Source: an optimization exercise on an open RTL-to-GDS flow (aim: small area and few clock cycles). Production flows keep margins and buffers that such runs may drop.
Function was checked by simulation only, so behaviour that the tests miss may differ from the original.
In runs 5 and 6 the design's own scripts or RTL, not TritonCTS, make the clock network.
The flow treats the clock pin as an ideal source. Dropping or thinning the clock tree relies on that and would not hold on a real chip.

===== design/flow/flow/run.sh =====
#!/bin/bash
# Standard ORFS layout with three changes: ABC maps the logic with its
# area-oriented mapper (flow/abc_area.script in place of abc_speed.script),
# the port buffers are made of the smallest buffer cell, and the clock tree
# is built from clkbuf_8 cells without dummy loads.
set -euo pipefail
rm -rf scripts_abc
cp -r "$FLOW_HOME/scripts" scripts_abc
cp flow/abc_area.script scripts_abc/abc_speed.script
bash standard.sh SCRIPTS_DIR="$PWD/scripts_abc" \
  BUFFER_PORTS_ARGS="-buffer_cell sky130_fd_sc_hd__buf_1" \
  CTS_ARGS="-repair_clock_nets -dont_use_dummy_load -root_buf sky130_fd_sc_hd__clkbuf_16 -buf_list sky130_fd_sc_hd__clkbuf_16" \
  finish > standard_flow.log 2>&1

===== design/flow/design.v =====
package vlsu_pkg;
  localparam int unsigned BusNibbles  = 8;
  localparam int unsigned BusIdxW     = $clog2(BusNibbles);
  localparam int unsigned LaneNibbles = 4;
  localparam int unsigned NrLanesDef  = 4;
  localparam int unsigned RowNibbles  = LaneNibbles * NrLanesDef;
  localparam int unsigned RowPtrW     = $clog2(RowNibbles);
  localparam int unsigned RowIdxW     = 4;
  localparam int unsigned AxiRW       = BusNibbles*4 + 1;
  localparam int unsigned TxnCtrlW    = 1 + BusIdxW + 8 + 4 + 1;
  localparam int unsigned MetaW       = 8 + 2;
  localparam int unsigned LaneWrW     = LaneNibbles*4 + LaneNibbles + RowIdxW;
  localparam int unsigned SeqInfoW    = RowPtrW;
  typedef struct packed {
    logic [BusNibbles*4-1:0] data;
    logic                    last;
  } axi_r_t;
  typedef struct packed {
    logic               is_head;
    logic [BusIdxW-1:0] head_nb;
    logic [7:0]         rmn_beat;
    logic [3:0]         lb_nb;      
    logic               is_final;
  } txn_ctrl_t;
  typedef struct packed {
    logic [7:0] vstart;
    logic [1:0] sew;
  } meta_t;
  typedef struct packed {
    logic [RowNibbles*4-1:0] nb;
    logic [RowNibbles-1:0]   en;
    logic                    last;
  } seq_row_t;
  typedef struct packed {
    logic [LaneNibbles*4-1:0] data;
    logic [LaneNibbles-1:0]   be;
    logic [RowIdxW-1:0]       row;
  } lane_wr_t;
  typedef struct packed {
    logic [RowPtrW-1:0] start_ptr;
  } seq_info_t;
endpackage
`timescale 1ns/1ps
module vlsu_fifo #(
  parameter int unsigned Depth = 4,
  parameter int unsigned Width = 1
) (
  input  logic             clk_i,
  input  logic             rst_ni,
  input  logic             in_valid_i,
  output logic             in_ready_o,
  input  logic [Width-1:0] in_i,
  output logic             out_valid_o,
  input  logic             out_ready_i,
  output logic [Width-1:0] out_o
);
  localparam int unsigned IdxW = (Depth > 1) ? $clog2(Depth) : 1;
  logic [Width-1:0] mem_q [Depth];
  logic [IdxW-1:0]  wr_idx_q, rd_idx_q;
  logic             wr_flag_q, rd_flag_q;
  logic             full, empty, push, pop;
  assign full  = (wr_idx_q == rd_idx_q) && (wr_flag_q != rd_flag_q);
  assign empty = (wr_idx_q == rd_idx_q) && (wr_flag_q == rd_flag_q);
  assign in_ready_o  = !full;
  assign out_valid_o = !empty;
  assign out_o       = mem_q[rd_idx_q];
  assign push = in_valid_i && in_ready_o;
  assign pop  = out_valid_o && out_ready_i;
  always_ff @(posedge clk_i or negedge rst_ni) begin
    if (!rst_ni) begin
      wr_idx_q  <= '0;
      rd_idx_q  <= '0;
      wr_flag_q <= 1'b0;
      rd_flag_q <= 1'b0;
    end else begin
      if (push) begin
        if (wr_idx_q == IdxW'(Depth - 1)) begin
          wr_idx_q  <= '0;
          wr_flag_q <= ~wr_flag_q;
        end else begin
          wr_idx_q <= wr_idx_q + 1'b1;
        end
      end
      if (pop) begin
        if (rd_idx_q == IdxW'(Depth - 1)) begin
          rd_idx_q  <= '0;
          rd_flag_q <= ~rd_flag_q;
        end else begin
          rd_idx_q <= rd_idx_q + 1'b1;
        end
      end
    end
  end
  always_ff @(posedge clk_i) begin
    if (push) begin
      mem_q[wr_idx_q] <= in_i;
    end
  end
endmodule
`timescale 1ns/1ps
module vlsu_seq_load #(
  parameter int unsigned MetaDepth = 2
) (
  input  logic      clk_i,
  input  logic      rst_ni,
  input  logic      axi_r_valid_i,
  output logic      axi_r_ready_o,
  input  vlsu_pkg::axi_r_t    axi_r_i,
  input  logic      txn_valid_i,
  output logic      txn_ready_o,
  input  vlsu_pkg::txn_ctrl_t txn_i,
  input  logic      meta_valid_i,
  output logic      meta_ready_o,
  input  vlsu_pkg::meta_t     meta_i,
  output logic      row_valid_o,
  input  logic      row_ready_i,
  output vlsu_pkg::seq_row_t  row_o
);
  typedef enum logic {
    S_IDLE,
    S_COMMIT
  } state_e;
  state_e state_q, state_d;
  vlsu_pkg::seq_info_t info_in, info_out;
  logic      info_valid, info_ready;
  assign info_in.start_ptr = meta_i.vstart[vlsu_pkg::RowPtrW-1:0] << meta_i.sew;
  vlsu_fifo #(
    .Depth (MetaDepth),
    .Width (vlsu_pkg::SeqInfoW)
  ) i_info_fifo (
    .clk_i       (clk_i),
    .rst_ni      (rst_ni),
    .in_valid_i  (meta_valid_i),
    .in_ready_o  (meta_ready_o),
    .in_i        (info_in),
    .out_valid_o (info_valid),
    .out_ready_i (info_ready),
    .out_o       (info_out)
  );
  logic [1:0][vlsu_pkg::RowNibbles*4-1:0] nb_q, nb_d;
  logic [1:0][vlsu_pkg::RowNibbles-1:0]   en_q, en_d;
  logic [1:0]                   last_q, last_d;
  logic [vlsu_pkg::RowNibbles*4-1:0]      wr_nb;
  logic [vlsu_pkg::RowNibbles-1:0]        wr_en;
  logic [1:0] wr_cnt_q, rd_cnt_q;
  logic       buf_full, buf_empty, row_enq, row_deq;
  assign buf_full  = (wr_cnt_q ^ rd_cnt_q) == 2'b10;
  assign buf_empty = wr_cnt_q == rd_cnt_q;
  assign row_valid_o = !buf_empty;
  assign row_o.nb    = nb_q[rd_cnt_q[0]];
  assign row_o.en    = en_q[rd_cnt_q[0]];
  assign row_o.last  = last_q[rd_cnt_q[0]];
  assign row_deq     = row_valid_o && row_ready_i;
  logic [vlsu_pkg::BusIdxW-1:0] bus_cnt_q, bus_cnt_d;
  logic [vlsu_pkg::RowPtrW-1:0] ptr_q, ptr_d;
  logic [3:0]         lower_nb, upper_nb, bus_avail, start_nb;
  logic [vlsu_pkg::RowPtrW:0]   row_free, n_cmt;
  logic               do_cmt, accept, final_beat;
  assign final_beat = txn_i.is_final && axi_r_i.last;
  assign lower_nb   = txn_i.is_head ? {1'b0, txn_i.head_nb} : 4'd0;
  assign upper_nb   = (txn_i.rmn_beat == '0) ? txn_i.lb_nb : 4'(vlsu_pkg::BusNibbles);
  assign bus_avail  = upper_nb - lower_nb - {1'b0, bus_cnt_q};
  assign row_free   = (vlsu_pkg::RowPtrW+1)'(vlsu_pkg::RowNibbles) - {1'b0, ptr_q};
  assign start_nb   = lower_nb + {1'b0, bus_cnt_q};
  assign do_cmt     = (state_q == S_COMMIT) && axi_r_valid_i && txn_valid_i && !buf_full;
  assign axi_r_ready_o = accept;
  assign txn_ready_o   = accept;
  always_comb begin
    state_d    = state_q;
    bus_cnt_d  = bus_cnt_q;
    ptr_d      = ptr_q;
    nb_d       = nb_q;
    en_d       = en_q;
    last_d     = last_q;
    wr_nb      = nb_q[wr_cnt_q[0]];
    wr_en      = en_q[wr_cnt_q[0]];
    info_ready = 1'b0;
    accept     = 1'b0;
    row_enq    = 1'b0;
    n_cmt      = '0;
    if (state_q == S_IDLE) begin
      if (txn_valid_i && info_valid) begin
        info_ready = 1'b1;
        bus_cnt_d  = '0;
        ptr_d      = info_out.start_ptr;
        state_d    = S_COMMIT;
      end
    end else if (do_cmt) begin
      if ({1'b0, bus_avail} > row_free) begin
        n_cmt     = row_free;
        bus_cnt_d = bus_cnt_q + vlsu_pkg::BusIdxW'(row_free);
        ptr_d     = '0;
        row_enq   = 1'b1;
      end else begin
        n_cmt     = {1'b0, bus_avail};
        bus_cnt_d = '0;
        ptr_d     = ptr_q + bus_avail;
        accept    = 1'b1;
        if (({1'b0, bus_avail} == row_free) || final_beat) begin
          ptr_d   = '0;
          row_enq = 1'b1;
        end
        if (final_beat) begin
          state_d = S_IDLE;
        end
      end
      for (int unsigned i = 0; i < vlsu_pkg::RowNibbles; i++) begin
        if ((i >= ptr_q) && (i < ptr_q + n_cmt)) begin
          wr_nb[i*4 +: 4] = axi_r_i.data[vlsu_pkg::BusIdxW'(i + start_nb - ptr_q)*4 +: 4];
          wr_en[i]        = 1'b1;
        end
      end
      nb_d[wr_cnt_q[0]]   = wr_nb;
      en_d[wr_cnt_q[0]]   = wr_en;
      last_d[wr_cnt_q[0]] = row_enq && accept && final_beat;
    end
    if (row_deq) begin
      nb_d[rd_cnt_q[0]]   = '0;
      en_d[rd_cnt_q[0]]   = '0;
      last_d[rd_cnt_q[0]] = 1'b0;
    end
  end
  always_ff @(posedge clk_i or negedge rst_ni) begin
    if (!rst_ni) begin
      state_q   <= S_IDLE;
      bus_cnt_q <= '0;
      ptr_q     <= '0;
      wr_cnt_q  <= '0;
      rd_cnt_q  <= '0;
      nb_q      <= '0;
      en_q      <= '0;
      last_q    <= '0;
    end else begin
      state_q   <= state_d;
      bus_cnt_q <= bus_cnt_d;
      ptr_q     <= ptr_d;
      nb_q      <= nb_d;
      en_q      <= en_d;
      last_q    <= last_d;
      if (row_enq) begin
        wr_cnt_q <= wr_cnt_q + 2'd1;
      end
      if (row_deq) begin
        rd_cnt_q <= rd_cnt_q + 2'd1;
      end
    end
  end
endmodule
`timescale 1ns/1ps
module vlsu_shuffle #(
  parameter int unsigned NrLanes = vlsu_pkg::NrLanesDef
) (
  input  logic                                clk_i,
  input  logic                                rst_ni,
  input  logic                                row_valid_i,
  output logic                                row_ready_o,
  input  vlsu_pkg::seq_row_t                            row_i,
  input  logic [NrLanes-1:0]                  lane_ready_i,
  output logic [NrLanes-1:0]                  lane_push_o,
  output logic [NrLanes-1:0][vlsu_pkg::LaneWrW-1:0] lane_o
);
  logic [vlsu_pkg::RowIdxW-1:0] row_cnt_q;
  logic               row_xfer;
  assign row_ready_o = &lane_ready_i;
  assign row_xfer    = row_valid_i && row_ready_o;
  for (genvar j = 0; j < NrLanes; j++) begin : gen_slice
    vlsu_pkg::lane_wr_t slice;
    assign slice.data     = row_i.nb[j*vlsu_pkg::LaneNibbles*4 +: vlsu_pkg::LaneNibbles*4];
    assign slice.be       = row_i.en[j*vlsu_pkg::LaneNibbles +: vlsu_pkg::LaneNibbles];
    assign slice.row      = row_cnt_q;
    assign lane_push_o[j] = row_xfer;
    assign lane_o[j]      = slice;
  end
  always_ff @(posedge clk_i or negedge rst_ni) begin
    if (!rst_ni) begin
      row_cnt_q <= '0;
    end else if (row_xfer) begin
      if (row_i.last) begin
        row_cnt_q <= '0;
      end else begin
        row_cnt_q <= row_cnt_q + 1'b1;
      end
    end
  end
endmodule
`timescale 1ns/1ps
module vlsu_lane_queue #(
  parameter int unsigned Depth = 4
) (
  input  logic     clk_i,
  input  logic     rst_ni,
  input  logic     push_i,
  input  vlsu_pkg::lane_wr_t wr_i,
  output logic     ready_o,
  output logic     q_valid_o,
  input  logic     q_ready_i,
  output vlsu_pkg::lane_wr_t q_o
);
  logic keep;
  assign keep = push_i && (|wr_i.be);
  vlsu_fifo #(
    .Depth (Depth),
    .Width (vlsu_pkg::LaneWrW)
  ) i_fifo (
    .clk_i       (clk_i),
    .rst_ni      (rst_ni),
    .in_valid_i  (keep),
    .in_ready_o  (ready_o),
    .in_i        (wr_i),
    .out_valid_o (q_valid_o),
    .out_ready_i (q_ready_i),
    .out_o       (q_o)
  );
endmodule
`timescale 1ns/1ps
module vlsu_wb_arbiter #(
  parameter int unsigned NrLanes = vlsu_pkg::NrLanesDef
) (
  input  logic                                     clk_i,
  input  logic                                     rst_ni,
  input  logic [NrLanes-1:0]                       q_valid_i,
  output logic [NrLanes-1:0]                       q_ready_o,
  input  logic [NrLanes-1:0][vlsu_pkg::LaneWrW-1:0] q_i,
  output logic                                     wb_valid_o,
  input  logic                                     wb_ready_i,
  output vlsu_pkg::lane_wr_t                                 wb_o,
  output logic [$clog2(NrLanes)-1:0]               wb_lane_o
);
  localparam int unsigned LaneW = $clog2(NrLanes);
  logic [LaneW-1:0] last_q, gnt;
  logic             found;
  always_comb begin
    int unsigned idx;
    found = 1'b0;
    gnt   = last_q;
    for (int unsigned off = 1; off <= NrLanes; off++) begin
      idx = (32'(last_q) + off) % NrLanes;
      if (!found && q_valid_i[idx]) begin
        found = 1'b1;
        gnt   = LaneW'(idx);
      end
    end
  end
  assign wb_valid_o = found;
  assign wb_o       = q_i[gnt];
  assign wb_lane_o  = gnt;
  always_comb begin
    q_ready_o = '0;
    if (wb_valid_o && wb_ready_i) begin
      q_ready_o[gnt] = 1'b1;
    end
  end
  always_ff @(posedge clk_i or negedge rst_ni) begin
    if (!rst_ni) begin
      last_q <= LaneW'(NrLanes - 1);
    end else if (wb_valid_o && wb_ready_i) begin
      last_q <= gnt;
    end
  end
endmodule
`timescale 1ns/1ps
module vlsu_load_top #(
  parameter int unsigned NrLanes   = vlsu_pkg::NrLanesDef,
  parameter int unsigned MetaDepth = 2,
  parameter int unsigned LaneDepth = 4
) (
  input  logic                       clk_i,
  input  logic                       rst_ni,
  input  logic                       axi_r_valid_i,
  output logic                       axi_r_ready_o,
  input  logic [32:0]                axi_r_i,
  input  logic                       txn_valid_i,
  output logic                       txn_ready_o,
  input  logic [16:0]                txn_i,
  input  logic                       meta_valid_i,
  output logic                       meta_ready_o,
  input  logic [9:0]                 meta_i,
  output logic                       wb_valid_o,
  input  logic                       wb_ready_i,
  output logic [23:0]                wb_o,
  output logic [$clog2(NrLanes)-1:0] wb_lane_o
);
  vlsu_pkg::axi_r_t    axi_r;
  vlsu_pkg::txn_ctrl_t txn;
  vlsu_pkg::meta_t     meta;
  assign axi_r = axi_r_i;
  assign txn   = txn_i;
  assign meta  = meta_i;
  logic       busy_q;           
  logic [3:0] ptr_q;            
  logic       first_q;          
  logic [3:0] row_q;            
  logic       mid_q;            
  logic [2:0] idx_q;            
  logic [2:0][3:0] buf_q;       
  logic [3:0] start_ptr, ptr, row;
  logic [1:0] lo, f, lane;
  logic       mid, active;
  assign start_ptr = meta.vstart[3:0] << meta.sew;
  assign active    = meta_valid_i;
  assign ptr       = busy_q ? ptr_q : start_ptr;
  assign lo        = (busy_q && !first_q) ? 2'd0 : start_ptr[1:0];
  assign row       = busy_q ? row_q : 4'd0;
  assign mid       = busy_q && mid_q;
  assign f         = ptr[1:0];
  assign lane      = ptr[3:2];
  logic [2:0] lower, idx, s;
  logic [3:0] upper, t;
  logic [4:0] d;
  logic       final_beat, close, beat_v;
  assign beat_v     = axi_r_valid_i && active;
  assign final_beat = txn.is_final && axi_r.last;
  assign lower      = txn.is_head ? txn.head_nb : 3'd0;
  assign upper      = axi_r.last ? txn.lb_nb : 4'd8;
  assign idx        = mid ? idx_q : lower;
  assign t          = {1'b0, idx} + {2'b0, ~f} + 4'd1;
  assign d          = {1'b0, upper} - {1'b0, t};
  assign close      = !d[4];
  assign s          = t[2:0] + 3'd4;
  logic [7:0][3:0] bnib;
  logic [3:0][3:0] rot;
  assign bnib = axi_r.data;
  logic [7:0][3:0] r1, r2;
  always_comb begin
    for (int unsigned i = 0; i < 8; i++) begin
      r1[i]  = s[0] ? bnib[(i + 1) % 8] : bnib[i];
    end
    for (int unsigned i = 0; i < 8; i++) begin
      r2[i]  = s[1] ? r1[(i + 2) % 8] : r1[i];
    end
    for (int unsigned i = 0; i < 4; i++) begin
      rot[i] = s[2] ? r2[i + 4] : r2[i];
    end
  end
  logic [2:0][3:0] buf_in;
  always_comb begin
    for (int unsigned p = 0; p < 3; p++) begin
      buf_in[p] = (s[2] ^ close) ? r2[p + 4] : r2[p];
    end
  end
  logic [3:0][3:0] out_nb;
  logic [3:0]      be;
  always_comb begin
    for (int unsigned i = 0; i < 4; i++) begin
      out_nb[i] = (i < 3 && i < 32'(f)) ? buf_q[i % 3] : rot[i];
      be[i]     = (i >= 32'(lo)) && (close || (i < 32'(d[1:0])));
    end
  end
  logic wr, do_step, take, done, stash;
  assign wr      = beat_v && (close || final_beat);
  assign do_step = beat_v && (!wr || wb_ready_i);
  assign stash   = close && !final_beat && (d[3:2] == 2'b00);
  assign take    = do_step && (close ? (stash || d == 5'd0) : 1'b1);
  assign done    = take && final_beat;
  assign meta_ready_o  = done;
  assign axi_r_ready_o = take;
  assign txn_ready_o   = take;
  assign wb_valid_o = wr;
  assign wb_o       = {out_nb, be, row};
  assign wb_lane_o  = lane;
  always_ff @(posedge clk_i or negedge rst_ni) begin
    if (!rst_ni) begin
      busy_q <= 1'b0;
    end else begin
      busy_q <= (busy_q || do_step) && !done;
    end
  end
  always_ff @(posedge clk_i) begin
    ptr_q <= ptr;
    first_q <= !busy_q || first_q;
    row_q <= row;
    mid_q <= mid;
    if (do_step) begin
      ptr_q[1:0] <= (close && !stash) ? 2'd0 : d[1:0];
      mid_q      <= !take;
      if (close) begin
        ptr_q[3:2] <= lane + 2'd1;
        first_q    <= 1'b0;
        row_q      <= (lane == 2'd3) ? row + 4'd1 : row;
      end
    end
    if (do_step) begin
      idx_q <= t[2:0];
      for (int unsigned p = 0; p < 3; p++) begin
        if (close || p >= 32'(f)) begin
          buf_q[p] <= buf_in[p];
        end
      end
    end
  end
endmodule

===== design/flow/flow/abc_area.script =====
strash
dch
amap
strash
dch
amap

===== design/flow/constraint.sdc =====
create_clock -name core_clock -period 10.0 [get_ports {clk_i}]
set_input_delay 2.0000 -clock core_clock [delete_from_list [all_inputs] [get_ports {clk_i}]]
set_output_delay 2.0000 -clock core_clock [all_outputs]
set_load 0.01 [all_outputs]

===== design/flow/config.mk =====
export PLATFORM = sky130hd
export DESIGN_NAME = vlsu_load_top
export DESIGN_NICKNAME = vlsu_load_top
export VERILOG_FILES = /design/flow/design.v
export SDC_FILE = /design/flow/constraint.sdc
export NUM_CORES = 4
export LEC_CHECK = 0
export CAP_MARGIN = 20
export CORE_MARGIN = 2
export CORE_UTILIZATION = 40
export PLACE_DENSITY = 0.6
export SLEW_MARGIN = 20

===== design/flow/standard.sh =====
#!/bin/bash
# synth_recipe.tcl (not shown) runs the flow's synth.tcl, then flattens the netlist and writes it again
# the make line also repeats each setting of config.mk as NAME=value (left out here)
make -C /OpenROAD-flow-scripts/flow DESIGN_CONFIG=/design/flow/config.mk WORK_HOME=/design/flow/orfs CLKGATE_MAP_FILE= SYNTH_SCRIPT=/design/flow/synth_recipe.tcl "${@:-finish}"

==> results of run 1 <==
## metal layers
layer / routed length, um / part of all wire
met2: 2768 / 0.45
met1: 2895 / 0.47
met5: 0 / 0
met4: 76 / 0.012
met3: 436 / 0.071
## critical path: cells and delay by family
kind	cells	cell delay, ns
compound gates	7	1.50
buf+inv	8	1.61
simple gates	6	1.16
fa+ha+maj	1	0.50
## flip-flops by register name (all words and copies together), names as in the netlist
name	cells
first_q	1
idx_q	3
row_q	4
ptr_q	4
mid_q	1
busy_q	1
buf_q	12
## cells in the mapped netlist (all sizes together)
cell,instances
a211o,1
a21boi,1
a21o,5
a21oi,14
a221oi,5
a22o,17
a31oi,2
a32oi,3
and2,1
and3,1
buf,2
clkinv,19
dfrtp,1
dfxtp,10
edfxtp,15
fa,2
ha,7
nand2,12
nand2b,1
nand4,1
nor2,14
nor2b,5
nor3,2
o21ai,3
o22a,23
o22ai,64
o31ai,3
o32a,4
or2,1
or3,1
## final timing paths
check | endpoint | slack [ns] | cells after the start
setup / recovery | meta_ready_o | 1.21 | 22
hold / removal | first_q | 0.47 | 2
setup reg to reg | row_q[3] | 5.11 | 24
hold reg to reg | first_q | 0.47 | 2
max in group asynchronous | busy_q | 8.42 | 1
min in group asynchronous | busy_q | 1.49 | 1
## per-stage QoR
step | setup WS (ns) | cells | instance area [um2] | hold WS, ns
floorplan | 0.2683 | 240 | 2101 | 0.4282
global placement | 1.272 | 400 | 2556 | 0.4474
detailed placement | 1.235 | 400 | 2556 | 0.4562
CTS | 1.216 | 403 | 2631 | 0.4724
global route | 0.4890 | 403 | 2631 | 0.5011
finish | 1.208 | 403 | 2631 | 0.4704
## cell usage in the layout, fill, tap and decap left out, drive strengths merged, types with 2 or more instances in the layout
master / n
dfxtp: 10
o21ai: 3
clkinv: 19
edfxtp: 15
nor2b: 5
clkbuf: 3
fa: 2
o32a: 4
nand2: 12
ha: 7
a22o: 17
a221oi: 5
o22ai: 64
buf: 92
a21oi: 14
o31ai: 3
a32oi: 3
a31oi: 2
nor3: 2
nor2: 14
o22a: 23
a21o: 5
## cell families (layout without fill, tap and decap cells)
| family | after synthesis | in the layout | share of synthesized area |
|---|---|---|---|
| buffers and inverters | 21 | 114 | 0.04109 |
| flip-flops | 26 | 26 | 0.3216 |
| AND/OR/NAND/NOR | 39 | 39 | 0.08399 |
| AO/OA/AOI/OAI | 145 | 145 | 0.4926 |
| adder cells (fa/ha/maj) | 9 | 9 | 0.06075 |
## final cells by class
type,count,area (um2),share of cell area
clock buffers,3,75.07,0.02853
multi-input cells,193,1339,0.5088
well taps,70,87.58,0.03329
inverters,19,71.32,0.02710
repair buffers,92,382.9,0.1455
flip-flops and latches,26,675.6,0.2568
==> results.cfg, run 1 <==
[outcome]
outcome = no timing/DRC/antenna violations

[logic_synthesis]
syn_inst = 240
synth.distinct_cells = 30
seq_area_frac_synth = 0.3216
syn_area_per_cell_um2 = 8.753
synth_area_leader_cell = edfxtp_1
synth.area.top_cells = edfxtp_1, o22ai_1, o22a_1, dfxtp_1, a22o_1
netlist_area_um2 = 2101
syn_nets = 315
yosysWarnings = 1
synth.ff_latch_count = 26
synth_top_area_frac = 0.2144

[routing]
wl_per_cell_um = 15.33
dr.pass1.iters = 4
num_vias = 2417
drt_iter0_markers = 198
wirelength_um = 6176
antenna_left = 0
viasPerCell = 5.998
route.detailed.drc = 0

[global_route]
antenna_found_initial = 0
grt_max_degree = 35
grtUsageTotal = 0.2081
grt_pass1_vias = 2090
use_met3 = 0.04147
gr-max-usage-layer = met2
grt_pass1_wl_um = 10050
met1_usage = 0.2980
grtUsageMet2 = 0.3230
overflow = 0

[worst_hold_path]
hp-class = reg2reg
min_from = first_q

[sta]
hold_violations = 0
tightest_slew_ns = 0.5154
grt_setup_unrepaired = no
finalCriticalPeriod_ns = 8.792
relSlewSlack = 0.6551
skew_ns = 0.007623
fin_crit_sh = 0.8792
tns_ns = 0
setup_viol = 0
maxSlewViolCount = 0
max_freq_ghz = 0.1137

[die]
dieHeight_um = 76.47
die_area_um2 = 5848
start_util = 0.4140
coreArea_um2 = 5075
num_rows = 26
ioPinCount = 96
die_w_um = 76.47

[setup_path]
r2r-start = busy_q
crit_fanout = 18
critPathMostFrequentCell = clkinv_1
worst_ep_arrival_time_ns = 6.79
crit_required_ns = 8.00
critPathCaptureType = output pin
crit_chain = buf_1 -> clkinv_1 -> o22ai_1 -> nor3_1 -> a21oi_1 -> clkinv_1 -> fa_1 -> o21ai_1 -> buf_4 -> clkinv_1 -> nor2_1 -> a21oi_1 -> a21o_1 -> a21oi_1 -> clkinv_1 -> nor2_1 -> nor2_1 -> nor2_1 -> clkinv_1 -> o31ai_1 -> and3_1 -> buf_1
crit_path_max_incr_delay_ns = 0.50
path_class = in2out
crit_path_start_kind = input pin
critPathLaunch = meta_i[0]
crit_slowest_cell = fa_1

[clock_tree]
tritoncts = yes
cts_resized = 0
htree_levels = 1
clkTransAtPathRegs_ns = 0.06
post-cts-setup-buffers = 0
cts_root_buf = clkbuf_16
cts_buffers = 3
clock-sinks = 26
clock_latency_ns = 0.27
cts_hold_buffers = 0
cts_buffer_depth = 2

[placed_design]
portBuffers = 82
place_hpwl_um = 4675
place.gp.congestion = 0.8114

[finish]
syn_to_final_growth_pct = 25.25
diodes = 0
drive_gt1_frac = 0.03904
nets = 410
fill_cells = 511
final_util = 0.5185

[flow_run]
drv_cap = 0

[pwr]
Testbench counts, summed over its fixed seeds: cycles 14,178.
==> inputs of run 2 (changes only) <==
--- a/design/flow/flow/run.sh
+++ b/design/flow/flow/run.sh
@@ -9,5 +9,5 @@
 cp flow/abc_area.script scripts_abc/abc_speed.script
 bash standard.sh SCRIPTS_DIR="$PWD/scripts_abc" \
   BUFFER_PORTS_ARGS="-buffer_cell sky130_fd_sc_hd__buf_1" \
-  CTS_ARGS="-repair_clock_nets -dont_use_dummy_load -root_buf sky130_fd_sc_hd__clkbuf_16 -buf_list sky130_fd_sc_hd__clkbuf_16" \
+  CTS_ARGS="-sink_clustering_enable -repair_clock_nets -dont_use_dummy_load -root_buf sky130_fd_sc_hd__clkbuf_8 -buf_list sky130_fd_sc_hd__clkbuf_8 -sink_clustering_size 64 -sink_clustering_max_diameter 2000 -sink_clustering_levels 1" \
   finish > standard_flow.log 2>&1
==> run 2 against run 1 <==
  * Area after synthesis is the same
  * Utilization shrank 0.67 points
  * Via count shrank 0.41%
  * First-iteration DRC count shrank 8.6%
  * Clock skew grew 0.0076 ns
  * Wire length grew 0.91%
  * Hold slack gained 0.0050 ns
  * Sequential cell count is the same
  * Critical path type unchanged
  * Critical endpoint unchanged
==> results.cfg, run 2 <==
[logic_synthesis]
ys.flop_type = edfxtp_1
syn_inst = 240
synth_edf_count = 15
synth.ff_latch_count = 26
synthArstFlopShare = 0.03846
synth_common_cells = o22ai_1, o22a_1, clkinv_1, a22o_1, edfxtp_1
yosysMostFrequentCell = o22ai_1
synth.distinct_cells = 30
netlist_area_um2 = 2101
synth_area_leader_cell = edfxtp_1
syn_area_per_cell_um2 = 8.753
synth.area.top_cells = edfxtp_1, o22ai_1, o22a_1, dfxtp_1, a22o_1
yosysWarnings = 1
seq_area_frac_synth = 0.3216
synth_top_area_frac = 0.2144
syn_nets = 315

[routing]
top_layer = met4
route.met3.wl_um = 479
route.detailed.drc = 0
met1_length_um = 2829
dr.pass1.iters = 4
wirelength_um = 6232
wl_per_cell_um = 15.46
viasPerCell = 5.973
antenna_left = 0
drt_iter0_markers = 181
wl_met2_um = 2827
num_vias = 2407

[setup_path]
crit_path_start_kind = input pin
crit_required_ns = 8.00
path_class = in2out
worst_ep_arrival_time_ns = 6.81
critPathCaptureType = output pin
crit_fanout = 18

[finish]
final_cells = 403
top_register = buf_q
top_regs = buf_q (12), ptr_q (4), row_q (4)
layout_commonest_cell = buf_1
diodes = 0
largest_reg_flops = 12
nets = 410
syn_to_final_growth_pct = 23.64
drive_gt1_frac = 0.03904
layout_common_cells = buf_1, o22ai_1, o22a_1
fill_cells = 518

[sta]
whs_ns = 0.4754
fin_crit_sh = 0.8805
max_freq_ghz = 0.1136
tns_ns = 0
finalCriticalPeriod_ns = 8.805
hold_violations = 0
tightest_slew_ns = 0.5079
setup_viol = 0
grt_setup_unrepaired = no
skew_ns = 0.01522
relSlewSlack = 0.6601
maxSlewViolCount = 0

[clock_tree]
cts_buffer_depth = 2
clock_latency_ns = 0.28
cts_buffers = 3
tritoncts = yes
htree_levels = 1
clkTransAtPathRegs_ns = 0.08
clock-sinks = 26
cts_resized = 0
cts_hold_buffers = 0
cts_root_buf = clkbuf_8
post-cts-setup-buffers = 0

[global_route]
grtUsageTotal = 0.2109
overflow = 0
grt_pass1_vias = 2090
grt_pass1_wl_um = 10120
grt_max_degree = 35
antenna_found_initial = 0

[die]
start_util = 0.4140
num_rows = 26
die_w_um = 76.47
ioPinCount = 96
coreArea_um2 = 5075
dieHeight_um = 76.47
die_area_um2 = 5848

[outcome]
outcome = no timing/DRC/antenna violations

[worst_hold_path]
hp-class = reg2reg

[placed_design]
place_hpwl_um = 4675
place.gp.congestion = 0.8114
place_inst = 400
portBuffers = 82

[flow_run]
drv_cap = 0
## run 2: changes by cell type in the layout (fill, tap and decap cells not counted)
cell | before | now
clkbuf_16 | 3 | 0
clkbuf_8 | 0 | 3
## run 2: per-stage QoR
stage                     setup WS, ns  cell area (um2)  utilization
after floorplan                 0.2683             2101            -
after global routing            0.4889             2597       0.5118
final                            1.195             2597       0.5118
after CTS                        1.216             2597       0.5118
after global placement           1.272             2556       0.5037
after detailed placement         1.235             2556       0.5037
## run 2: cell families (layout without fill, tap and decap cells)
| family | after synthesis | after routing | synth area share |
|---|---|---|---|
| fa+ha+maj | 9 | 9 | 0.06075 |
| compound gates | 145 | 145 | 0.4926 |
| simple gates | 39 | 39 | 0.08399 |
| flops | 26 | 26 | 0.3216 |
| buf+inv | 21 | 114 | 0.04109 |
## run 2: final timing paths
path                                 to  slack [ns]  cells past startpoint       from
setup reg to reg               row_q[3]        5.12                     24     busy_q
min in group asynchronous        busy_q        1.47                      1     rst_ni
hold reg to reg                 first_q        0.48                      2    first_q
setup / recovery           meta_ready_o        1.19                     22  meta_i[0]
max in group asynchronous        busy_q        8.43                      1     rst_ni
hold / removal                  first_q        0.48                      2    first_q
## run 2: routing by layer
layer	GRT usage	up-vias
met4	0.06545	0
met2	0.3283	90
met3	0.03318	9
met5	0	-
li1	-	1213
met1	0.3002	1095
## run 2: area by class of cell
type                    count  area [um2]  area share
clock buffers               3       41.29     0.01590
multi-input cells         193        1339      0.5154
repair buffers             92       382.9      0.1474
well taps                  70       87.58     0.03372
inverters                  19       71.32     0.02746
flip-flops and latches     26       675.6      0.2601
## run 2: critical path, stage by stage
cell and delay (ns):
buf_1 0.15, clkinv_1 0.14, o22ai_1 0.23, nor3_1 0.09, a21oi_1 0.18, clkinv_1 0.28, fa_1 0.50, o21ai_1 0.14
buf_4 0.25, clkinv_1 0.11, nor2_1 0.19, a21oi_1 0.09, a21o_1 0.19, a21oi_1 0.21, clkinv_1 0.19, nor2_1 0.18
nor2_1 0.06, nor2_1 0.40, clkinv_1 0.34, o31ai_1 0.47, and3_1 0.25, buf_1 0.16
==> inputs of run 3 (changes only) <==
--- a/design/flow/flow/run.sh
+++ b/design/flow/flow/run.sh
@@ -9,5 +9,5 @@
 cp flow/abc_area.script scripts_abc/abc_speed.script
 bash standard.sh SCRIPTS_DIR="$PWD/scripts_abc" \
   BUFFER_PORTS_ARGS="-buffer_cell sky130_fd_sc_hd__buf_1" \
-  CTS_ARGS="-sink_clustering_enable -repair_clock_nets -dont_use_dummy_load -root_buf sky130_fd_sc_hd__clkbuf_8 -buf_list sky130_fd_sc_hd__clkbuf_8 -sink_clustering_size 64 -sink_clustering_max_diameter 2000 -sink_clustering_levels 1" \
+  CTS_ARGS="-sink_clustering_enable -repair_clock_nets -dont_use_dummy_load -root_buf sky130_fd_sc_hd__clkbuf_8 -buf_list sky130_fd_sc_hd__clkbuf_8 -sink_clustering_size 64 -sink_clustering_max_diameter 2000 -sink_buffer_max_cap_derate 1.0" \
   finish > standard_flow.log 2>&1
--- a/design/flow/config.mk
+++ b/design/flow/config.mk
@@ -7,6 +7,6 @@
 export LEC_CHECK = 0
 export CAP_MARGIN = 20
 export CORE_MARGIN = 2
-export CORE_UTILIZATION = 40
-export PLACE_DENSITY = 0.6
+export CORE_UTILIZATION = 60
+export PLACE_DENSITY = 0.8
 export SLEW_MARGIN = 20
==> run 3 against run 2 <==
  * Still clean
  * Clock skew fell by 0.010 ns
  * Count of clock-buffer cells in the layout unchanged
  * Non-clock buffer count is 1 lower
  * Critical path depth is 2 higher
  * Setup slack worse by 0.36 ns
  * Highest routed layer unchanged
==> results.cfg, run 3 <==
[sta]
setup_viol = 0
maxSlewViolCount = 0
tightest_slew_ns = 1.071
grt_setup_unrepaired = no
relSlewSlack = 0.2861
fin_crit_sh = 0.9161
skew_ns = 0.004846
max_freq_ghz = 0.1092
hold_violations = 0
finalCriticalPeriod_ns = 9.161
tns_ns = 0

[finish]
drive_gt1_frac = 0.03614
top_regs = buf_q (12), ptr_q (4), row_q (4)
layout_commonest_cell = buf_1
diodes = 0
largest_reg_flops = 12
layout_common_cells = buf_1, o22ai_1, o22a_1
top_register = buf_q
multi_input_area_um2 = 1339
fill_cells = 288
final_area_um2 = 2560
final-seq-area_um2 = 675.6
nets = 409
syn_to_final_growth_pct = 21.86

[die]
start_util = 0.6295
num_rows = 21
coreArea_um2 = 3337
die_area_um2 = 3990
ioPinCount = 96
dieHeight_um = 63.17
die_w_um = 63.17

[placed_design]
place.gp.congestion = 0.9107
place_area_um2 = 2519
portBuffers = 82
place_hpwl_um = 4516

[logic_synthesis]
syn_inst = 240
synth_top_area_frac = 0.2144
syn_nets = 315
synth.ff_latch_count = 26
synth.distinct_cells = 30
yosysWarnings = 1
syn_area_per_cell_um2 = 8.753
synth_edf_count = 15
netlist_area_um2 = 2101
synthArstFlopShare = 0.03846
synth.area.top_cells = edfxtp_1, o22ai_1, o22a_1, dfxtp_1, a22o_1
seq_area_frac_synth = 0.3216
ys.flop_type = edfxtp_1
synth_area_leader_cell = edfxtp_1
synth_common_cells = o22ai_1, o22a_1, clkinv_1, a22o_1, edfxtp_1
yosysMostFrequentCell = o22ai_1

[routing]
route.detailed.drc = 0
viasPerCell = 6.487
antenna_left = 0
num_vias = 2452
drt_iter0_markers = 325
dr.pass1.iters = 6
wirelength_um = 6008
wl_per_cell_um = 15.89

[setup_path]
critPathCaptureType = output pin
crit_required_ns = 8.00
reg2regPathDepth = 24
crit_path_start_kind = input pin
worst_ep_arrival_time_ns = 7.16
crit_fanout = 18
path_class = in2out

[clock_tree]
htree_levels = 1
post-cts-setup-buffers = 0
cts_hold_buffers = 0
cts_buffers = 3
cts_buffer_depth = 2
tritoncts = yes
cts_root_buf = clkbuf_8
cts_resized = 0
clkTransAtPathRegs_ns = 0.09
clock_latency_ns = 0.27
clock-sinks = 26

[global_route]
grt_pass1_vias = 2183
overflow = 0
antenna_found_initial = 0
grtUsageTotal = 0.2973
grt_max_degree = 35
grt_pass1_wl_um = 9646

[worst_hold_path]
worstHoldPathCells = 2
hp-class = reg2reg

[flow_run]
drv_cap = 0

[outcome]
outcome = no timing/DRC/antenna violations
[run 3: cell counts after synthesis]
Identical to the previous run, type by type.
[run 3: worst paths after layout]
path,start,endpoint,slack (ns)
min,first_q,first_q,0.48
max in group asynchronous,rst_ni,busy_q,8.43
max reg2reg,busy_q,row_q[3],4.69
min reg2reg,first_q,first_q,0.48
max,meta_i[0],meta_ready_o,0.84
min in group asynchronous,rst_ni,busy_q,1.47
[run 3: area by class of cell]
cell class / instances / area share
Clock buffer: 3 / 0.01613
Timing Repair Buffer: 91 / 0.1466
Sequential cell: 26 / 0.2639
Multi-Input combinational cell: 193 / 0.5230
Tap cell: 46 / 0.02248
Inverter: 19 / 0.02786
[run 3: critical path, stage by stage]
cell and delay [ns]:
buf_1 0.14, clkinv_1 0.14, o22ai_1 0.25, nor3_1 0.09, a21oi_1 0.12, buf_4 0.21
clkinv_1 0.23, fa_1 0.51, o21ai_1 0.17, buf_4 0.25, clkinv_1 0.17, nor2_1 0.22
a21oi_1 0.10, a21o_1 0.18, a21oi_1 0.14, buf_4 0.18, clkinv_1 0.14, nor2_1 0.16
nor2_1 0.06, nor2_1 0.41, clkinv_1 0.37, o31ai_1 0.49, and3_1 0.25, buf_1 0.16
[run 3: layer usage]
metal	vias to the layer above	global-route usage	share of wire
met1	1131	0.4071	0.44
met5	-	0	0
met4	0	0.05978	0.0067
met3	5	0.03393	0.074
met2	105	0.5106	0.48
li1	1211	-	-
[run 3: cells by family (layout without fill, tap and decap cells)]
group / after synthesis / after routing / synth area share
AOI/OAI and AO/OA: 145 / 145 / 0.4926
adders and majority gates: 9 / 9 / 0.06075
buffers and inverters: 21 / 113 / 0.04109
DFF: 26 / 26 / 0.3216
and+or+nand+nor: 39 / 39 / 0.08399
[run 3: through the flow]
stage          instances  hold WS [ns]    util  setup slack, ns
6_report             378        0.4842  0.7672           0.8392
5_1_grt              378        0.5617  0.7672           0.2835
4_1_cts              378        0.4917  0.7672           0.9546
3_5_place_dp         375        0.4693  0.7548           0.9673
3_3_place_gp         375        0.4519  0.7548            1.062
2_1_floorplan        240        0.4282       -           0.2683
==> inputs of run 4 (changes only) <==
==> design/flow/flow/run.sh (replaced) <==
#!/bin/bash
# Standard ORFS layout with three changes: ABC maps the logic with its
# area-oriented mapper (flow/abc_area.script in place of abc_speed.script),
# the port buffers are made of the smallest buffer cell, and the clock is
# distributed by a single clkbuf_8 at the centre of the registers
# (flow/one_clkbuf.tcl, run as the PRE_CTS_TCL hook) instead of a tree.
set -euo pipefail
rm -rf scripts_abc
cp -r "$FLOW_HOME/scripts" scripts_abc
cp flow/abc_area.script scripts_abc/abc_speed.script
bash standard.sh SCRIPTS_DIR="$PWD/scripts_abc" \
  BUFFER_PORTS_ARGS="-buffer_cell sky130_fd_sc_hd__buf_1" \
  PRE_CTS_TCL="$PWD/flow/one_clkbuf.tcl" ONE_CLKBUF_CELL=sky130_fd_sc_hd__clkbuf_8 \
  finish > standard_flow.log 2>&1
==> design/flow/flow/one_clkbuf.tcl (new file) <==
# Pre-CTS hook: the design has few registers, so one clock buffer placed at
# the centre of the registers drives them all, in place of TritonCTS's tree.
set block [ord::get_db_block]
set dbu [$block getDbUnitsPerMicron]
set clk_net [$block findNet clk_i]
set sx 0
set sy 0
set n 0
foreach it [$clk_net getITerms] {
  lassign [[$it getInst] getLocation] x y
  set sx [expr {$sx + $x}]
  set sy [expr {$sy + $y}]
  incr n
}
set cx [expr {double($sx) / $n / $dbu}]
set cy [expr {double($sy) / $n / $dbu}]
puts "one_clkbuf: $n clock sinks, buffer at ($cx, $cy)"
insert_buffer -buffer_cell $::env(ONE_CLKBUF_CELL) -net clk_i \
  -location [list $cx $cy] -buffer_name clkbuf_root -net_name clknet_root
[$block findNet clk_i] setSigType CLOCK
[$block findNet clknet_root] setSigType CLOCK
rename clock_tree_synthesis tritoncts_unused
proc clock_tree_synthesis { args } {
  puts "one_clkbuf: clock tree is the single root buffer"
  set_propagated_clock [all_clocks]
}
==> run 4 against run 3 <==
  * The run now fails in clock tree synthesis
  * Synthesized cell count unchanged
  * Area after synthesis unchanged
==> results.cfg, run 4 <==
[placed_design]
portBuffers = 82
place_inst = 375
place.gp.congestion = 0.9107
pre_cts_ws_ns = 0.9673
place_hpwl_um = 4516

[die]
dieHeight_um = 63.17
num_rows = 21
start_util = 0.6295
ioPinCount = 96
die_w_um = 63.17

[logic_synthesis]
synth_edf_count = 15
ys.flop_type = edfxtp_1
synth.ff_latch_count = 26
syn_inst = 240
seq_area_frac_synth = 0.3216
yosysWarnings = 1
synth_area_leader_cell = edfxtp_1
netlist_area_um2 = 2101
synth_common_cells = o22ai_1, o22a_1, clkinv_1, a22o_1, edfxtp_1
synth.area.top_cells = edfxtp_1, o22ai_1, o22a_1, dfxtp_1, a22o_1
synth_top_area_frac = 0.2144
syn_nets = 315
yosysMostFrequentCell = o22ai_1
synthArstFlopShare = 0.03846
syn_area_per_cell_um2 = 8.753
synth.distinct_cells = 30

[outcome]
stop_stage = clock tree synthesis
stop_error = Error: cts.tcl, 6 invalid command name "NULL"
outcome = did not finish
## run 4: worst max-delay path by stage
stage | from | to | slack [ns] | cells past startpoint
after floorplan | meta_i[0] | meta_ready_o | 0.27 | 19
after global placement | meta_i[0] | meta_ready_o | 1.06 | 24
after detailed placement | meta_i[0] | meta_ready_o | 0.97 | 24
## run 4: logic make-up after synthesis
group / count (synthesis) / synth area share
buf+inv: 21 / 0.04109
flops: 26 / 0.3216
fa+ha+maj: 9 / 0.06075
simple gates: 39 / 0.08399
compound gates: 145 / 0.4926
## run 4: stage by stage
stage | util | area, um2
after floorplan | - | 2101
after global placement | 0.7548 | 2519
after detailed placement | 0.7548 | 2519
==> inputs of run 5 (changes only) <==
==> design/flow/flow/run.sh (replaced) <==
#!/bin/bash
# Standard ORFS layout with three changes: ABC maps the logic with its
# area-oriented mapper (flow/abc_area.script in place of abc_speed.script),
# the port buffers are made of the smallest buffer cell, and the clock is
# distributed by a single clkbuf_16 at the centre of the registers
# (flow/one_clkbuf.tcl, run as the PRE_CTS_TCL hook) instead of a tree.
set -euo pipefail
rm -rf scripts_abc
cp -r "$FLOW_HOME/scripts" scripts_abc
cp flow/abc_area.script scripts_abc/abc_speed.script
bash standard.sh SCRIPTS_DIR="$PWD/scripts_abc" \
  BUFFER_PORTS_ARGS="-buffer_cell sky130_fd_sc_hd__buf_1" \
  PRE_CTS_TCL="$PWD/flow/one_clkbuf.tcl" ONE_CLKBUF_CELL=sky130_fd_sc_hd__clkbuf_16 \
  finish > standard_flow.log 2>&1
--- a/design/flow/flow/one_clkbuf.tcl
+++ b/design/flow/flow/one_clkbuf.tcl
@@ -17,8 +17,6 @@
 puts "one_clkbuf: $n clock sinks, buffer at ($cx, $cy)"
 insert_buffer -buffer_cell $::env(ONE_CLKBUF_CELL) -net clk_i \
   -location [list $cx $cy] -buffer_name clkbuf_root -net_name clknet_root
-[$block findNet clk_i] setSigType CLOCK
-[$block findNet clknet_root] setSigType CLOCK
 rename clock_tree_synthesis tritoncts_unused
 proc clock_tree_synthesis { args } {
   puts "one_clkbuf: clock tree is the single root buffer"
==> run 5 against run 4 <==
  * The run now finishes clean
  * Area after synthesis unchanged
  * Synthesized cell count unchanged
==> results.cfg, run 5 <==
[outcome]
outcome = no timing/DRC/antenna violations

[finish]
final_util = 0.7623
largest_reg_flops = 12
diodes = 0
layout_common_cells = buf_1, o22ai_1, o22a_1
drive_gt1_frac = 0.03030
final_area_um2 = 2544
fill_cells = 287
top_regs = buf_q (12), ptr_q (4), row_q (4)
nets = 407
layout_commonest_cell = buf_1
top_register = buf_q
syn_to_final_growth_pct = 21.08

[global_route]
overflow = 0
grt_max_degree = 35
grtUsageTotal = 0.2867
grt_pass1_vias = 2181
antenna_found_initial = 0
grt_pass1_wl_um = 9556

[setup_path]
critPathCaptureType = output pin
worst_ep_arrival_time_ns = 7.11
crit_path_start_kind = input pin
crit_required_ns = 8.00
crit_fanout = 18
cp_num_buf_inv = 10
crit_chain = buf_1 -> clkinv_1 -> o22ai_1 -> nor3_1 -> a21oi_1 -> buf_4 -> clkinv_1 -> fa_1 -> o21ai_1 -> buf_4 -> clkinv_1 -> nor2_1 -> a21oi_1 -> a21o_1 -> a21oi_1 -> buf_4 -> clkinv_1 -> nor2_1 -> nor2_1 -> nor2_1 -> clkinv_1 -> o31ai_1 -> and3_1 -> buf_1
critPathMostFrequentCell = clkinv_1
crit_slowest_cell = fa_1
crit_path_max_incr_delay_ns = 0.51
path_class = in2out
critPathTopFamily = buffers and inverters

[routing]
route.met3.wl_um = 463
met1_length_um = 2523
drt_iter0_markers = 331
num_vias = 2442
route.detailed.drc = 0
wl_met2_um = 2841
dr.pass1.iters = 7
top_layer = met4
wirelength_um = 5855
antenna_left = 0
wl_per_cell_um = 15.57
viasPerCell = 6.495

[logic_synthesis]
yosysWarnings = 1
synth_top_area_frac = 0.2144
synth_common_cells = o22ai_1, o22a_1, clkinv_1, a22o_1, edfxtp_1
yosysMostFrequentCell = o22ai_1
syn_nets = 315
seq_area_frac_synth = 0.3216
synth.distinct_cells = 30
synth_edf_count = 15
netlist_area_um2 = 2101
synthArstFlopShare = 0.03846
ys.flop_type = edfxtp_1
synth.area.top_cells = edfxtp_1, o22ai_1, o22a_1, dfxtp_1, a22o_1
synth.ff_latch_count = 26
syn_area_per_cell_um2 = 8.753
synth_area_leader_cell = edfxtp_1
syn_inst = 240

[sta]
maxSlewViolCount = 0
tns_ns = 0
max_freq_ghz = 0.1097
skew_ns = 0.002321
relSlewSlack = 0.3000
grt_setup_unrepaired = no
finalCriticalPeriod_ns = 9.114
fin_crit_sh = 0.9114
hold_violations = 0
setup_viol = 0
tightest_slew_ns = 1.050

[die]
die_area_um2 = 3990
start_util = 0.6295
dieHeight_um = 63.17
coreArea_um2 = 3337
ioPinCount = 96
die_w_um = 63.17
num_rows = 21

[placed_design]
place_area_um2 = 2519
place.gp.congestion = 0.9107
place_hpwl_um = 4516
portBuffers = 82

[flow_run]
drv_cap = 0

[clock_tree]
cts_hold_buffers = 0
clkTransAtPathRegs_ns = 0.10
post-cts-setup-buffers = 0
clock_latency_ns = 0.16
cts_resized = 0

[worst_hold_path]
hp-class = reg2reg
-- run 5: cell counts after synthesis --
No cell type changed its count.
-- run 5: metal layers --
layer / GRT usage / up-vias
met2: 0.5120 / 118
met3: 0.02679 / 5
met5: 0 / -
li1: - / 1203
met4: 0.02989 / 0
met1: 0.3915 / 1116
-- run 5: path summary, 6_finish.rpt --
kind	startpoint	cells after the start	slack [ns]	to
max	meta_i[0]	24	0.89	meta_ready_o
min in group asynchronous	rst_ni	1	1.58	busy_q
max reg2reg	busy_q	24	4.70	row_q[3]
min reg2reg	first_q	2	0.49	first_q
max in group asynchronous	rst_ni	1	8.32	busy_q
min	first_q	2	0.49	first_q
-- run 5: layout make-up, without the clock buffers --
| type | count | area [um2] | share of cell area |
|---|---|---|---|
| Tap cell | 46 | 57.56 | 0.02263 |
| Sequential cell | 26 | 675.6 | 0.2656 |
| Inverter | 19 | 71.32 | 0.02804 |
| Multi-Input combinational cell | 193 | 1339 | 0.5263 |
| Timing Repair Buffer | 91 | 375.4 | 0.1476 |
-- run 5: worst reg2reg max path, stage by stage (launching register included) --
cell and delay [ns]:
dfrtp_1 0.53, nor3_1 0.08, a21oi_1 0.12, buf_4 0.21, clkinv_1 0.23, fa_1 0.51
o21ai_1 0.17, buf_4 0.25, clkinv_1 0.17, nor2_1 0.22, a21oi_1 0.10, a21o_1 0.18
a21oi_1 0.14, buf_4 0.18, clkinv_1 0.15, nor2_1 0.16, nor2_1 0.06, nor2_1 0.39
clkinv_1 0.37, nor2_1 0.41, nand2_1 0.14, clkinv_1 0.13, nand4_1 0.13, nand2_1 0.09
o21ai_0 0.07
-- run 5: logic make-up after synthesis --
family,count (synthesis),share of synthesized area
AOI/OAI and AO/OA,145,0.4926
and+or+nand+nor,39,0.08399
DFF,26,0.3216
buffers and inverters,21,0.04109
adders and majority gates,9,0.06075
-- run 5: metrics by stage --
stage          std cells  hold slack [ns]  setup slack [ns]
2_1_floorplan        240           0.4282            0.2683
3_3_place_gp         375           0.4519             1.062
3_5_place_dp         375           0.4693            0.9673
4_1_cts              376           0.4946            0.9584
5_1_grt              376           0.5638            0.2887
6_report             376           0.4898            0.8858
==> inputs of run 6 (changes only) <==
--- a/design/flow/config.mk
+++ b/design/flow/config.mk
@@ -8,5 +8,6 @@
 export CAP_MARGIN = 20
 export CORE_MARGIN = 2
 export CORE_UTILIZATION = 60
+export GPL_TIMING_DRIVEN = 0
 export PLACE_DENSITY = 0.8
 export SLEW_MARGIN = 20
==> run 6 against run 5 <==
  * Still clean on timing, DRC and antenna
  * Fmax shrank 3.5%
  * Synthesized cell count is the same
  * Design area shrank 0.44%
  * Wire length grew 0.44%
  * Critical path depth decreased by 2
  * Register-to-register slack worse by 0.98 ns
  * Sequential cell count unchanged
  * Via count fell by 1.8%
  * Cell count down 1.6%
  * Setup slack got worse by 0.33 ns
  * First-iteration DRC count down 45%
==> results.cfg, run 6 <==
[outcome]
outcome = no timing/DRC/antenna violations

[finish]
syn_to_final_growth_pct = 20.55
layout_commonest_cell = buf_1
top_regs = buf_q (12), ptr_q (4), row_q (4)
top_register = buf_q
nets = 401
final_area_um2 = 2532
multi_input_area_um2 = 1366
layout_common_cells = buf_1, o22ai_1, o22a_1
fill_cells = 261
drive_gt1_frac = 0.04321
diodes = 0
largest_reg_flops = 12
final_util = 0.7589
final-seq-area_um2 = 675.6
final_cells = 370

[sta]
setup_viol = 0
whs_ns = 0.4788
tightest_slew_ns = 1.046
relSlewSlack = 0.3028
finalCriticalPeriod_ns = 9.443
fin_crit_sh = 0.9443
skew_ns = 0.002071
setup_slack_ns = 0.5567
max_freq_ghz = 0.1059
hold_violations = 0
maxSlewViolCount = 0
grt_setup_unrepaired = no

[setup_path]
worst_ep_arrival_time_ns = 7.44
path_class = in2out
crit_required_ns = 8.00
critPathCaptureType = output pin
critPathMostFrequentCell = nor2_1
reg2regPathDepth = 13
crit_chain = buf_1 -> clkinv_1 -> o22ai_1 -> nor3_1 -> a21oi_4 -> clkinvlp_4 -> fa_2 -> o21ai_2 -> buf_4 -> clkinv_2 -> nor2_1 -> a21oi_1 -> a21o_1 -> a21oi_2 -> clkinv_1 -> nor2_1 -> nor2_1 -> nor2_2 -> inv_2 -> o31ai_1 -> and3_1 -> buf_1
crit_slowest_cell = fa_2
crit_path_start_kind = input pin
r2r_slack_ns = 3.72
r2r-start = busy_q
crit_path_max_incr_delay_ns = 0.44
r2r-end = buf_q[10]
crit_fanout = 21

[logic_synthesis]
yosysWarnings = 1
seq_area_frac_synth = 0.3216
synth_area_leader_cell = edfxtp_1
synth.distinct_cells = 30
syn_area_per_cell_um2 = 8.753
synth_edf_count = 15
syn_inst = 240
ys.flop_type = edfxtp_1
syn_nets = 315
synth.ff_latch_count = 26
yosysMostFrequentCell = o22ai_1
synth.area.top_cells = edfxtp_1, o22ai_1, o22a_1, dfxtp_1, a22o_1
synthArstFlopShare = 0.03846
netlist_area_um2 = 2101
synth_common_cells = o22ai_1, o22a_1, clkinv_1, a22o_1, edfxtp_1
synth_top_area_frac = 0.2144

[routing]
antenna_left = 0
dr.pass1.iters = 5
num_vias = 2398
wirelength_um = 5881
drt_iter0_markers = 183
wl_per_cell_um = 15.89
route.detailed.drc = 0
viasPerCell = 6.481

[global_route]
antenna_found_initial = 0
grt_pass1_vias = 2187
overflow = 0
grtUsageTotal = 0.2828
grt_pass1_wl_um = 9404
grt_max_degree = 35

[placed_design]
place_hpwl_um = 4582
portBuffers = 82
place_inst = 369
pre_cts_ws_ns = -1.206
place_area_um2 = 2474
place.gp.congestion = 0.8792

[die]
coreArea_um2 = 3337
die_w_um = 63.17
dieHeight_um = 63.17
start_util = 0.6295
die_area_um2 = 3990
num_rows = 21
ioPinCount = 96

[worst_hold_path]
worstHoldPathCells = 2
min_to = first_q
min_from = first_q
hp-class = reg2reg

[clock_tree]
post-cts-setup-buffers = 0
clock_latency_ns = 0.16
clkTransAtPathRegs_ns = 0.10
cts_hold_buffers = 0

[flow_run]
drv_cap = 0
[run 6: worst max-delay path: cells and delay by family]
kind            cells  cell delay (ns)
compound gates      7             2.09
simple gates        6             1.21
buf+inv             8             1.68
fa+ha+maj           1             0.44
[run 6: area by class of cell, without the clock buffers]
cell class                      instances  share of cell area
Multi-Input combinational cell        193              0.5395
Inverter                               19             0.03063
Timing Repair Buffer                   83              0.1245
Tap cell                               46             0.02273
Buffer                                  2            0.005929
Sequential cell                        26              0.2668
[run 6: logic make-up (layout without fill, tap and decap cells)]
family	after synthesis	after routing	share of synthesized area
and+or+nand+nor	39	39	0.08399
adders and majority gates	9	9	0.06075
AOI/OAI and AO/OA	145	145	0.4926
buffers and inverters	21	105	0.04109
DFF	26	26	0.3216
[run 6: stage by stage]
stage | setup TNS [ns]
floorplan | 0
global placement | -5.631
detailed placement | -3.364
CTS | 0
global route | 0
finish | 0
[run 6: per-layer routing]
metal  global-route usage  share of wire
met2               0.5213           0.50
met1               0.3657           0.40
met4              0.04076          0.011
met5                    0              0
met3              0.02857          0.088
[run 6: how the worst max path moves through the flow]
stage	from	endpoint	slack, ns	cells after the start
3_3_place_gp	meta_i[0]	meta_ready_o	-1.78	21
4_1_cts	meta_i[0]	meta_ready_o	0.08	22
6_report	meta_i[0]	meta_ready_o	0.56	22
5_1_grt	meta_i[0]	meta_ready_o	0.008	22
2_1_floorplan	meta_i[0]	meta_ready_o	0.27	19
3_5_place_dp	meta_i[0]	meta_ready_o	-1.21	22
[run 6: timing repair]
action                     in CTS  in global routing
pin swaps                       0                  0
hold endpoints to repair        0                  0
setup endpoints to repair       5                  3
resized for setup               6                  4
==> inputs of run 7 (changes only) <==
--- a/design/flow/config.mk
+++ b/design/flow/config.mk
@@ -7,7 +7,6 @@
 export LEC_CHECK = 0
 export CAP_MARGIN = 20
 export CORE_MARGIN = 2
-export CORE_UTILIZATION = 60
-export GPL_TIMING_DRIVEN = 0
-export PLACE_DENSITY = 0.8
+export CORE_UTILIZATION = 75
+export PLACE_DENSITY = 0.9
 export SLEW_MARGIN = 20
==> run 7 against run 6 <==
  * The flow now stops in global placement
  * Synthesized cell count unchanged
  * Area after synthesis unchanged
==> results.cfg, run 7 <==
[logic_synthesis]
yosysWarnings = 1
synth.ff_latch_count = 26
syn_inst = 240
synthArstFlopShare = 0.03846
ys.flop_type = edfxtp_1
syn_area_per_cell_um2 = 8.753
synth.distinct_cells = 30
yosysMostFrequentCell = o22ai_1
netlist_area_um2 = 2101
seq_area_frac_synth = 0.3216
synth_common_cells = o22ai_1, o22a_1, clkinv_1, a22o_1, edfxtp_1
syn_nets = 315
synth_top_area_frac = 0.2144
synth.area.top_cells = edfxtp_1, o22ai_1, o22a_1, dfxtp_1, a22o_1
synth_edf_count = 15
synth_area_leader_cell = edfxtp_1

[outcome]
stop_stage = global placement
outcome = did not finish
stop_error = [ERROR GPL-0301] Utilization 100.932 % exceeds 100%.

[die]
start_util = 0.7752
num_rows = 19
die_w_um = 56.93
dieHeight_um = 56.93
ioPinCount = 96

[placed_design]
portBuffers = 82
## run 7: logic make-up after synthesis
family | share of synthesized area
compound gates | 0.4926
fa+ha+maj | 0.06075
buf+inv | 0.04109
flops | 0.3216
simple gates | 0.08399

what the ideal ports hide:
In the flow no input, the clock included, has a driving cell. The finished layouts below were timed again as built, in two steps.
Step 1 assumes that a clkbuf_16 drives the clock port and a buf_2 every other input.
Step 2 adds t to the input delays and takes it off the output delays; t is the mean of the earliest and latest rising clock arrival at the registers after step 1. Input paths then give back, and output paths get back, about the clock's delay inside the block.
Slacks: ideal / step 1 / step 2; pairs: ideal / step 1.
run | t (ns) | setup slack, ns | worst hold slack (ns) | latest minus earliest clock arrival (ns)
run 1 | 0.293 | 1.208 / 1.182 / 1.182 | 0.470 / 0.470 / 0.470 | 0.008 / 0.007
run 2 | 0.302 | 1.195 / 1.169 / 1.169 | 0.475 / 0.475 / 0.475 | 0.015 / 0.015
run 3 | 0.298 | 0.839 / 0.818 / 0.818 | 0.484 / 0.484 / 0.484 | 0.005 / 0.006
run 5 | 0.189 | 0.886 / 0.864 / 0.864 | 0.490 / 0.490 / 0.490 | 0.003 / 0.003
run 6 | 0.189 | 0.557 / 0.534 / 0.534 | 0.479 / 0.479 / 0.479 | 0.002 / 0.002
After both steps every run listed still meets setup and hold.
